This design comes from an exercise in tuning for small area and a short achievable clock period on the open sky130 flow, not from production work. Only simulation tests tie the RTL to the original design; equivalence was not proved.

== before ==
==> flow/design.v <==
package nmcu_pkg;
  localparam int DATA_WIDTH = 8;
  localparam int ACC_WIDTH  = 32;
  typedef enum logic [1:0] {
    IDLE  = 2'd0,
    ACCUM = 2'd1,
    FLUSH = 2'd2,
    DRAIN = 2'd3
  } pe_mac_state_e;
endpackage
module pe_mac_lane
#(
  parameter int DATA_WIDTH = nmcu_pkg::DATA_WIDTH,
  parameter int ACC_WIDTH  = nmcu_pkg::ACC_WIDTH
) (
  input  logic                  clk,
  input  logic                  rst_n,
  input  logic                  load_en,   
  input  logic                  acc_en,    
  input  logic                  acc_clr,   
  input  logic                  out_en,    
  input  logic [DATA_WIDTH-1:0] a,
  input  logic [DATA_WIDTH-1:0] b,
  output logic [ACC_WIDTH-1:0]  acc,
  output logic [DATA_WIDTH-1:0] result,
  output logic                  sat
);
  localparam int PW = 2 * DATA_WIDTH;
  localparam logic signed [ACC_WIDTH-1:0] MAX_V = ACC_WIDTH'((2 ** (DATA_WIDTH - 1)) - 1);
  localparam logic signed [ACC_WIDTH-1:0] MIN_V = ACC_WIDTH'(-(2 ** (DATA_WIDTH - 1)));
  logic signed [PW-1:0]        a_ext;
  logic signed [PW-1:0]        b_ext;
  logic signed [PW-1:0]        prod_q;
  logic signed [ACC_WIDTH-1:0] prod_ext;
  logic signed [ACC_WIDTH-1:0] acc_q;
  logic signed [ACC_WIDTH-1:0] acc_base;
  logic signed [ACC_WIDTH-1:0] acc_next;
  logic [DATA_WIDTH-1:0]       res_d;
  logic                        sat_d;
  assign a_ext    = PW'($signed(a));
  assign b_ext    = PW'($signed(b));
  assign prod_ext = ACC_WIDTH'(prod_q);
  assign acc_base = acc_clr ? '0 : acc_q;
  assign acc_next = acc_base + prod_ext;   
  always_comb begin
    res_d = acc_next[DATA_WIDTH-1:0];
    sat_d = 1'b0;
    if (acc_next > MAX_V) begin
      res_d = MAX_V[DATA_WIDTH-1:0];
      sat_d = 1'b1;
    end else if (acc_next < MIN_V) begin
      res_d = MIN_V[DATA_WIDTH-1:0];
      sat_d = 1'b1;
    end
  end
  always_ff @(posedge clk or negedge rst_n) begin
    if (!rst_n) begin
      prod_q <= '0;
      acc_q  <= '0;
      acc    <= '0;
      result <= '0;
      sat    <= 1'b0;
    end else begin
      if (load_en) prod_q <= a_ext * b_ext;
      if (acc_en)  acc_q  <= acc_next;
      if (out_en) begin
        acc    <= acc_next;
        result <= res_d;
        sat    <= sat_d;
      end
    end
  end
endmodule
module pe_mac_array
#(
  parameter int DATA_WIDTH = nmcu_pkg::DATA_WIDTH,
  parameter int ACC_WIDTH  = nmcu_pkg::ACC_WIDTH,
  parameter int NUM_LANES  = 8
) (
  input  logic                            clk,
  input  logic                            rst_n,
  input  logic                            in_valid_i,
  output logic                            in_ready_o,
  input  logic [NUM_LANES*DATA_WIDTH-1:0] a_i,
  input  logic [NUM_LANES*DATA_WIDTH-1:0] b_i,
  input  logic                            first_i,
  input  logic                            last_i,
  output logic                            out_valid_o,
  input  logic                            out_ready_i,
  output logic [NUM_LANES*DATA_WIDTH-1:0] result_o,
  output logic [NUM_LANES*ACC_WIDTH-1:0]  acc_o,
  output logic [NUM_LANES-1:0]            sat_o,
  output logic                            busy_o,
  output nmcu_pkg::pe_mac_state_e        state_o
);
  nmcu_pkg::pe_mac_state_e state_q;
  logic          accept;
  logic          s2_valid_q;
  logic          s2_first_q;
  logic          s2_last_q;
  assign in_ready_o  = rst_n && ((state_q == nmcu_pkg::IDLE) || (state_q == nmcu_pkg::ACCUM));
  assign accept      = in_valid_i && in_ready_o;
  assign out_valid_o = (state_q == nmcu_pkg::DRAIN);
  assign busy_o      = (state_q != nmcu_pkg::IDLE);
  assign state_o     = state_q;
  always_ff @(posedge clk or negedge rst_n) begin
    if (!rst_n) begin
      state_q    <= nmcu_pkg::IDLE;
      s2_valid_q <= 1'b0;
      s2_first_q <= 1'b0;
      s2_last_q  <= 1'b0;
    end else begin
      s2_valid_q <= accept;
      s2_first_q <= accept && (first_i || (state_q == nmcu_pkg::IDLE));
      s2_last_q  <= accept && last_i;
      case (state_q)
        nmcu_pkg::IDLE, nmcu_pkg::ACCUM: if (accept) state_q <= last_i ? nmcu_pkg::FLUSH : nmcu_pkg::ACCUM;
        nmcu_pkg::FLUSH:       state_q <= nmcu_pkg::DRAIN;
        nmcu_pkg::DRAIN:       if (out_ready_i) state_q <= nmcu_pkg::IDLE;
        default:     state_q <= nmcu_pkg::IDLE;
      endcase
    end
  end
  for (genvar n = 0; n < NUM_LANES; n++) begin : g_lane
    pe_mac_lane #(
      .DATA_WIDTH(DATA_WIDTH),
      .ACC_WIDTH (ACC_WIDTH)
    ) u_lane (
      .clk    (clk),
      .rst_n  (rst_n),
      .load_en(accept),
      .acc_en (s2_valid_q),
      .acc_clr(s2_first_q),
      .out_en (s2_valid_q && s2_last_q),
      .a      (a_i[n*DATA_WIDTH +: DATA_WIDTH]),
      .b      (b_i[n*DATA_WIDTH +: DATA_WIDTH]),
      .acc    (acc_o[n*ACC_WIDTH +: ACC_WIDTH]),
      .result (result_o[n*DATA_WIDTH +: DATA_WIDTH]),
      .sat    (sat_o[n])
    );
  end
endmodule
==> flow/config.mk <==
export PLATFORM = sky130hd
export DESIGN_NAME = pe_mac_array
export DESIGN_NICKNAME = pe_mac_array
export VERILOG_FILES = /design/flow/design.v
export SDC_FILE = /design/flow/constraint.sdc
export NUM_CORES = 4
export LEC_CHECK = 0
export CAP_MARGIN = 20
export CORE_MARGIN = 2
export CORE_UTILIZATION = 40
export SLEW_MARGIN = 20
==> flow/constraint.sdc <==
create_clock -name core_clock -period 6.0 [get_ports {clk}]
set_input_delay 1.2000 -clock core_clock [delete_from_list [all_inputs] [get_ports {clk}]]
set_output_delay 1.2000 -clock core_clock [all_outputs]
set_load 0.01 [all_outputs]
run.sh (not shown) runs the stock make flow with config.mk's settings and CLKGATE_MAP_FILE= SYNTH_SCRIPT=/design/flow/synth_recipe.tcl, a recipe that flattens the netlist after the stock synthesis.
Inputs modified between before and after:
==> flow/design.v <==
package nmcu_pkg;
  localparam int DATA_WIDTH = 8;
  localparam int ACC_WIDTH  = 32;
  typedef enum logic [1:0] {
    IDLE  = 2'd0,
    ACCUM = 2'd1,
    FLUSH = 2'd2,
    DRAIN = 2'd3
  } pe_mac_state_e;
endpackage
module pe_mac_lane
#(
  parameter int DATA_WIDTH = nmcu_pkg::DATA_WIDTH,
  parameter int ACC_WIDTH  = nmcu_pkg::ACC_WIDTH
) (
  input  logic                  clk,
  input  logic                  acc_en,    
  input  logic                  acc_clr,   
  input  logic [DATA_WIDTH-1:0] a,
  input  logic [DATA_WIDTH-1:0] b,
  output logic [ACC_WIDTH-1:0]  acc,
  output logic [DATA_WIDTH-1:0] result,
  output logic                  sat
);
  localparam int PW = 2 * DATA_WIDTH;
  logic signed [PW-1:0]        prod_q;
  logic signed [ACC_WIDTH-1:0] acc_q;
  logic signed [ACC_WIDTH-1:0] acc_base;
  logic signed [ACC_WIDTH-1:0] prod_ext;
  logic                        in_range;
  always_ff @(posedge clk) prod_q <= $signed(a) * $signed(b);
  assign acc_base = acc_clr ? '0 : acc_q;
  assign prod_ext = acc_en ? ACC_WIDTH'(prod_q) : '0;
  always_ff @(posedge clk) acc_q <= acc_base + prod_ext;   
  assign in_range = (acc_q[ACC_WIDTH-1:DATA_WIDTH-1] == '0) ||
                    (acc_q[ACC_WIDTH-1:DATA_WIDTH-1] == '1);
  assign acc    = acc_q;
  assign sat    = !in_range;
  assign result = in_range ? acc_q[DATA_WIDTH-1:0]
                           : {acc_q[ACC_WIDTH-1], {(DATA_WIDTH-1){!acc_q[ACC_WIDTH-1]}}};
endmodule
module pe_mac_array
#(
  parameter int DATA_WIDTH = nmcu_pkg::DATA_WIDTH,
  parameter int ACC_WIDTH  = nmcu_pkg::ACC_WIDTH,
  parameter int NUM_LANES  = 8
) (
  input  logic                            clk,
  input  logic                            rst_n,
  input  logic                            in_valid_i,
  output logic                            in_ready_o,
  input  logic [NUM_LANES*DATA_WIDTH-1:0] a_i,
  input  logic [NUM_LANES*DATA_WIDTH-1:0] b_i,
  input  logic                            first_i,
  input  logic                            last_i,
  output logic                            out_valid_o,
  input  logic                            out_ready_i,
  output logic [NUM_LANES*DATA_WIDTH-1:0] result_o,
  output logic [NUM_LANES*ACC_WIDTH-1:0]  acc_o,
  output logic [NUM_LANES-1:0]            sat_o,
  output logic                            busy_o,
  output nmcu_pkg::pe_mac_state_e        state_o
);
  nmcu_pkg::pe_mac_state_e state_q;
  logic          accept;
  logic          s2_valid_q;
  logic          s2_first_q;
  assign in_ready_o  = rst_n && ((state_q == nmcu_pkg::IDLE) || (state_q == nmcu_pkg::ACCUM));
  assign accept      = in_valid_i && in_ready_o;
  assign out_valid_o = (state_q == nmcu_pkg::DRAIN);
  assign busy_o      = (state_q != nmcu_pkg::IDLE);
  assign state_o     = state_q;
  always_ff @(posedge clk or negedge rst_n) begin
    if (!rst_n) begin
      state_q    <= nmcu_pkg::IDLE;
      s2_valid_q <= 1'b0;
      s2_first_q <= 1'b0;
    end else begin
      s2_valid_q <= accept;
      s2_first_q <= accept && (first_i || (state_q == nmcu_pkg::IDLE));
      case (state_q)
        nmcu_pkg::IDLE, nmcu_pkg::ACCUM: if (accept) state_q <= last_i ? nmcu_pkg::FLUSH : nmcu_pkg::ACCUM;
        nmcu_pkg::FLUSH:       state_q <= nmcu_pkg::DRAIN;
        nmcu_pkg::DRAIN:       if (out_ready_i) state_q <= nmcu_pkg::IDLE;
        default:     state_q <= nmcu_pkg::IDLE;
      endcase
    end
  end
  for (genvar n = 0; n < NUM_LANES; n++) begin : g_lane
    pe_mac_lane #(
      .DATA_WIDTH(DATA_WIDTH),
      .ACC_WIDTH (ACC_WIDTH)
    ) u_lane (
      .clk    (clk),
      .acc_en (s2_valid_q),
      .acc_clr(s2_first_q),
      .a      (a_i[n*DATA_WIDTH +: DATA_WIDTH]),
      .b      (b_i[n*DATA_WIDTH +: DATA_WIDTH]),
      .acc    (acc_o[n*ACC_WIDTH +: ACC_WIDTH]),
      .result (result_o[n*DATA_WIDTH +: DATA_WIDTH]),
      .sat    (sat_o[n])
    );
  end
endmodule
==> run notes <==
after: done, clean on timing, DRC and antenna
before finished all stages; the layout is clean.
Diff before -> after | count of routing violations after the opening detailed-route iteration | down by more than half
Delta (after minus before): hold slack now larger; setup slack up 0.23 ns; mean instance size in the synthesized netlist lower; synthesized net count shrank by 28%; final cell count without fillers has decreased.
Reported for before and after, count of port buffers added during placement turned out identical to the last digit.
Summary: with before as the reference, final cell area excluding filler cells in after moved down by more than a quarter.
Taking before as the reference point, the share of flip-flops with an asynchronous set or reset of after falls by 99 points.
When the final numbers for before and after were put side by side, the inserted tap cell count turned out to be greater in before.
From before to after the numbers moved as follows: final critical-path share of the clock period down 3.9 points; clock-buffer cell count decreased about 40%.

what the ideal ports hide:
No port has a modelled driver above. Below, the same layouts with a new extraction and two added sets of constraints.
Step 1, drivers: a clkbuf_16 drives clk and a buf_2 each remaining input, both assumed.
Step 2 adds t to the input delays and takes it off the output delays; t is the mean of the earliest and latest rising clock arrival at the registers after step 1. Input paths then give back, and output paths get back, about the clock's delay inside the block.
Slacks: ideal ports / drivers / drivers and shift; pairs: ideal ports / drivers.
run | shift t [ns] | setup WS [ns] | worst hold slack (ns) | worst slew at a driven data input, ns
before | 0.773 | 0.439 / 0.493 / -0.280 | 0.425 / 0.397 / 0.468 | 0.08
after | 0.702 | 0.674 / 0.717 / 0.015 | 0.543 / 0.543 / 0.543 | 0.17
Met with ideal ports but missed after step 2: setup timing in before. For before, which loses most, drivers alone change the setup slack by +0.054 ns; drivers and shift together by -0.719 ns.
